Background: an optimization exercise with open tools, aiming at small area, a short achievable clock period and few clock cycles. Do not read the settings as production practice. In this exercise RTL edits were held to simulation tests only and were not proved equivalent to the original. Power is estimated from default activity; no workload was simulated.

the previous run:
==> module cmd_intake, before the edit <==
module cmd_intake #(
    parameter int CAP = 4
) (
    input  logic                       clk,
    input  logic                       reset,
    input  logic                       cmd_valid,
    input  logic [2:0]                 cmd_op,
    input  logic [vde_pkg::VAR_W-1:0]  cmd_var,
    input  logic                       cmd_value,
    output logic                       cmd_ready,
    input  logic                       tok_win,
    output logic                       hold,
    input  logic                       dec_pop,
    output logic                       c_valid,
    output logic [2:0]                 c_op,
    output logic [vde_pkg::VAR_W-1:0]  c_var,
    output logic                       c_value,
    output logic [vde_pkg::VAR_W-1:0]  r_var,
    output logic                       adv
);
    localparam int NW = $clog2(CAP + 1);
    localparam int CW = 3 + vde_pkg::VAR_W + 1;
    logic          take, take_dec, done, c_free;
    logic [NW-1:0] pending, pending_nx;
    logic          ready_q, hold_q;
    logic          vc, vr, vc_nx, vr_nx;
    logic [CW-1:0] dc, dr, din;
    logic [2:0]    op_nx;
    logic          hold_nx;
    assign din       = {cmd_op, cmd_var, cmd_value};
    assign cmd_ready = ready_q;
    assign hold      = hold_q;
    assign take      = cmd_valid && ready_q;
    assign take_dec  = take && (cmd_op == vde_pkg::OP_DECIDE);
    assign c_valid   = vc;
    assign {c_op, c_var, c_value} = dc;
    assign r_var     = dr[vde_pkg::VAR_W:1];
    assign done   = vc && !hold_q;
    assign c_free = !vc || done;
    assign adv    = c_free && vr;
    always_comb begin
        pending_nx = pending;
        if (take_dec && !dec_pop) pending_nx = pending + 1'b1;
        if (!take_dec && dec_pop) pending_nx = pending - 1'b1;
    end
    assign vc_nx = c_free ? vr : 1'b1;
    assign vr_nx = adv || !vr ? take : 1'b1;
    assign op_nx = adv ? dr[CW-1 -: 3] : dc[CW-1 -: 3];
    assign hold_nx = vc_nx && tok_win &&
                     (op_nx == vde_pkg::OP_INIT || op_nx == vde_pkg::OP_BUMP);
    always_ff @(posedge clk or posedge reset) begin
        if (reset) begin
            vc      <= 1'b0;
            vr      <= 1'b0;
            pending <= '0;
            hold_q  <= 1'b0;
            ready_q <= 1'b0;
        end else begin
            vc      <= vc_nx;
            vr      <= vr_nx;
            pending <= pending_nx;
            hold_q  <= hold_nx;
            ready_q <= !(hold_nx && vr_nx) && (pending_nx < NW'(CAP));
        end
    end
    always_ff @(posedge clk) begin
        if (adv) dc <= dr;
        if (adv || !vr) dr <= din;
    end
endmodule
==> module decision_fifo, before the edit <==
module decision_fifo #(
    parameter int CAP = 4
) (
    input  logic                       clk,
    input  logic                       reset,
    input  logic                       push,
    input  logic [vde_pkg::DEC_W-1:0]  din,
    output logic                       pop,
    output logic                       dec_valid,
    output logic [vde_pkg::VAR_W-1:0]  dec_var,
    output logic                       dec_phase,
    output logic                       dec_empty,
    input  logic                       dec_ready
);
    logic [vde_pkg::DEC_W-1:0] slots [CAP];
    logic [CAP-1:0]            full;
    assign pop       = full[0] && dec_ready;
    assign dec_valid = full[0];
    assign dec_var   = slots[0][vde_pkg::DEC_W-1:2];
    assign dec_phase = slots[0][1];
    assign dec_empty = slots[0][0];
    always_ff @(posedge clk or posedge reset) begin
        if (reset) begin
            full <= '0;
        end else begin
            for (int i = 0; i < CAP; i++) begin
                logic cur, nxt, prv;
                cur = full[i];
                nxt = (i + 1 < CAP) ? full[(i + 1) % CAP] : 1'b0;
                prv = (i > 0) ? full[(i + CAP - 1) % CAP] : 1'b1;
                if (pop) full[i] <= nxt || (push && cur);
                else     full[i] <= cur || (push && prv);
            end
        end
    end
    logic s0_next, s0_hold, s0_din;
    assign s0_next = pop && full[1];
    assign s0_hold = full[0] && !pop;
    assign s0_din  = !s0_next && !s0_hold;
    always_ff @(posedge clk) begin
        slots[0] <= ({vde_pkg::DEC_W{s0_next}} & slots[1]) |
                    ({vde_pkg::DEC_W{s0_hold}} & slots[0]) |
                    ({vde_pkg::DEC_W{s0_din}}  & din);
    end
    always_ff @(posedge clk) begin
        for (int i = 1; i < CAP; i++) begin
            logic cur, nxt, prv;
            cur = full[i];
            nxt = (i + 1 < CAP) ? full[(i + 1) % CAP] : 1'b0;
            prv = (i > 0) ? full[(i + CAP - 1) % CAP] : 1'b1;
            if (pop) begin
                if (nxt) slots[i] <= slots[(i + 1) % CAP];
                else if (push && cur) slots[i] <= din;
            end else if (push && !cur && prv) begin
                slots[i] <= din;
            end
        end
    end
endmodule
export LEC_CHECK = 0
export CAP_MARGIN = 20
export CORE_MARGIN = 2
export CORE_UTILIZATION = 35
export CTS_CLUSTER_DIAMETER = 150
export CTS_CLUSTER_SIZE = 20
export PLACE_DENSITY = 0.47
export SLEW_MARGIN = 20
create_clock -name core_clock -period 16.0 [get_ports {clk}]
standard.sh (not shown) runs the stock make flow with config.mk's settings and CLKGATE_MAP_FILE= SYNTH_SCRIPT=/design/flow/synth_recipe.tcl, a recipe that flattens the netlist after the stock synthesis.
==> flow/flow/run.sh <==
#!/bin/bash
# Standard layout, with timing repair asked to leave SETUP_MARGIN ns of
# setup slack beyond the design's clock period, and buf_4 cells as the port
# buffers. The synthesis is the standard one, unchanged. Each step's full
# output goes to a log of its own here.
set -euo pipefail
SETUP_MARGIN=11.4
bash standard.sh synth > synth.log 2>&1
bash standard.sh SETUP_SLACK_MARGIN=$SETUP_MARGIN \
    "BUFFER_PORTS_ARGS=-buffer_cell sky130_fd_sc_hd__buf_4" finish > layout.log 2>&1
Testbench counts of the previous run, summed over its fixed seeds: cycles 57,168.
## Diff of input files: the current run against the previous run
diff --git a/flow/design.v b/flow/design.v
--- a/flow/design.v
+++ b/flow/design.v
@@ -67,13 +67,13 @@
     always_ff @(posedge clk or posedge reset) begin
         if (reset) begin
             vc      <= 1'b0;
             vr      <= 1'b0;
             pending <= '0;
             hold_q  <= 1'b0;
-            ready_q <= 1'b0;
+            ready_q <= 1'b1;
         end else begin
             vc      <= vc_nx;
             vr      <= vr_nx;
             pending <= pending_nx;
             hold_q  <= hold_nx;
             ready_q <= !(hold_nx && vr_nx) && (pending_nx < NW'(CAP));
@@ -354,23 +354,14 @@
                 prv = (i > 0) ? full[(i + CAP - 1) % CAP] : 1'b1;
                 if (pop) full[i] <= nxt || (push && cur);
                 else     full[i] <= cur || (push && prv);
             end
         end
     end
-    logic s0_next, s0_hold, s0_din;
-    assign s0_next = pop && full[1];
-    assign s0_hold = full[0] && !pop;
-    assign s0_din  = !s0_next && !s0_hold;
     always_ff @(posedge clk) begin
-        slots[0] <= ({vde_pkg::DEC_W{s0_next}} & slots[1]) |
-                    ({vde_pkg::DEC_W{s0_hold}} & slots[0]) |
-                    ({vde_pkg::DEC_W{s0_din}}  & din);
-    end
-    always_ff @(posedge clk) begin
-        for (int i = 1; i < CAP; i++) begin
+        for (int i = 0; i < CAP; i++) begin
             logic cur, nxt, prv;
             cur = full[i];
             nxt = (i + 1 < CAP) ? full[(i + 1) % CAP] : 1'b0;
             prv = (i > 0) ? full[(i + CAP - 1) % CAP] : 1'b1;
             if (pop) begin
                 if (nxt) slots[i] <= slots[(i + 1) % CAP];
Findings:
The current run against the previous run: first-pass GRT wire length dropped about 0.45%; multiplexer fraction of the synthesized cell area climbed 0.19 points; sequential cell area in the final layout barely changed; clock edge transition at the registers on the reported setup and hold paths barely changed; pre-CTS setup slack climbed 240 ps. Compared with the previous run, placement density in the core of the current run is lower. The estimated power of the current run ends up lower than the estimate for the previous run. The current run completed; timing, DRC and antenna clean. When the current run is set beside the previous run, its minimum clock period turns out to be 11 ps larger. The current run vs the previous run, initial antenna violation count went down by 9. The previous run leaves more setup margin than the current run. Min cell area across the current run and the previous run: the current run. The worst-case headroom to the max-slew limit of the current run was superior to that of the previous run. Re synthesized netlist cell count: the current run is 0.44% up on the previous run.
Testbench counts of the current run, summed over its fixed seeds: cycles 57,168.

[separate check: timing with driven ports]
The results above use ideal ports. As a check the final layouts listed here were re-extracted and re-timed, cells and wires unchanged.
Step 1 (the two cells are an assumption about what drives the block):
set clk [get_ports {clk}]
set_driving_cell -lib_cell sky130_fd_sc_hd__clkbuf_16 $clk
set_driving_cell -lib_cell sky130_fd_sc_hd__buf_2 [delete_from_list [all_inputs] $clk]
Step 2, shift: input delay + t, output delay - t, t = (earliest + latest rising clock arrival at the registers) / 2. This alone moves slack from input paths to output paths.
Three values: no drivers, after step 1, after step 2; two values: the first two.
run | t, ns | slack for setup (ns) | worst register clock-pin slew, ns
the previous run | 0.878 | 11.233 / 11.233 / 10.989 | 0.12 / 0.12
the current run | 0.877 | 11.222 / 11.222 / 11.018 | 0.11 / 0.11
After both steps every run listed still meets setup and hold. The setup slack of the previous run, which loses most, moves by 0.000 ns with the drivers and by -0.244 ns with both steps.
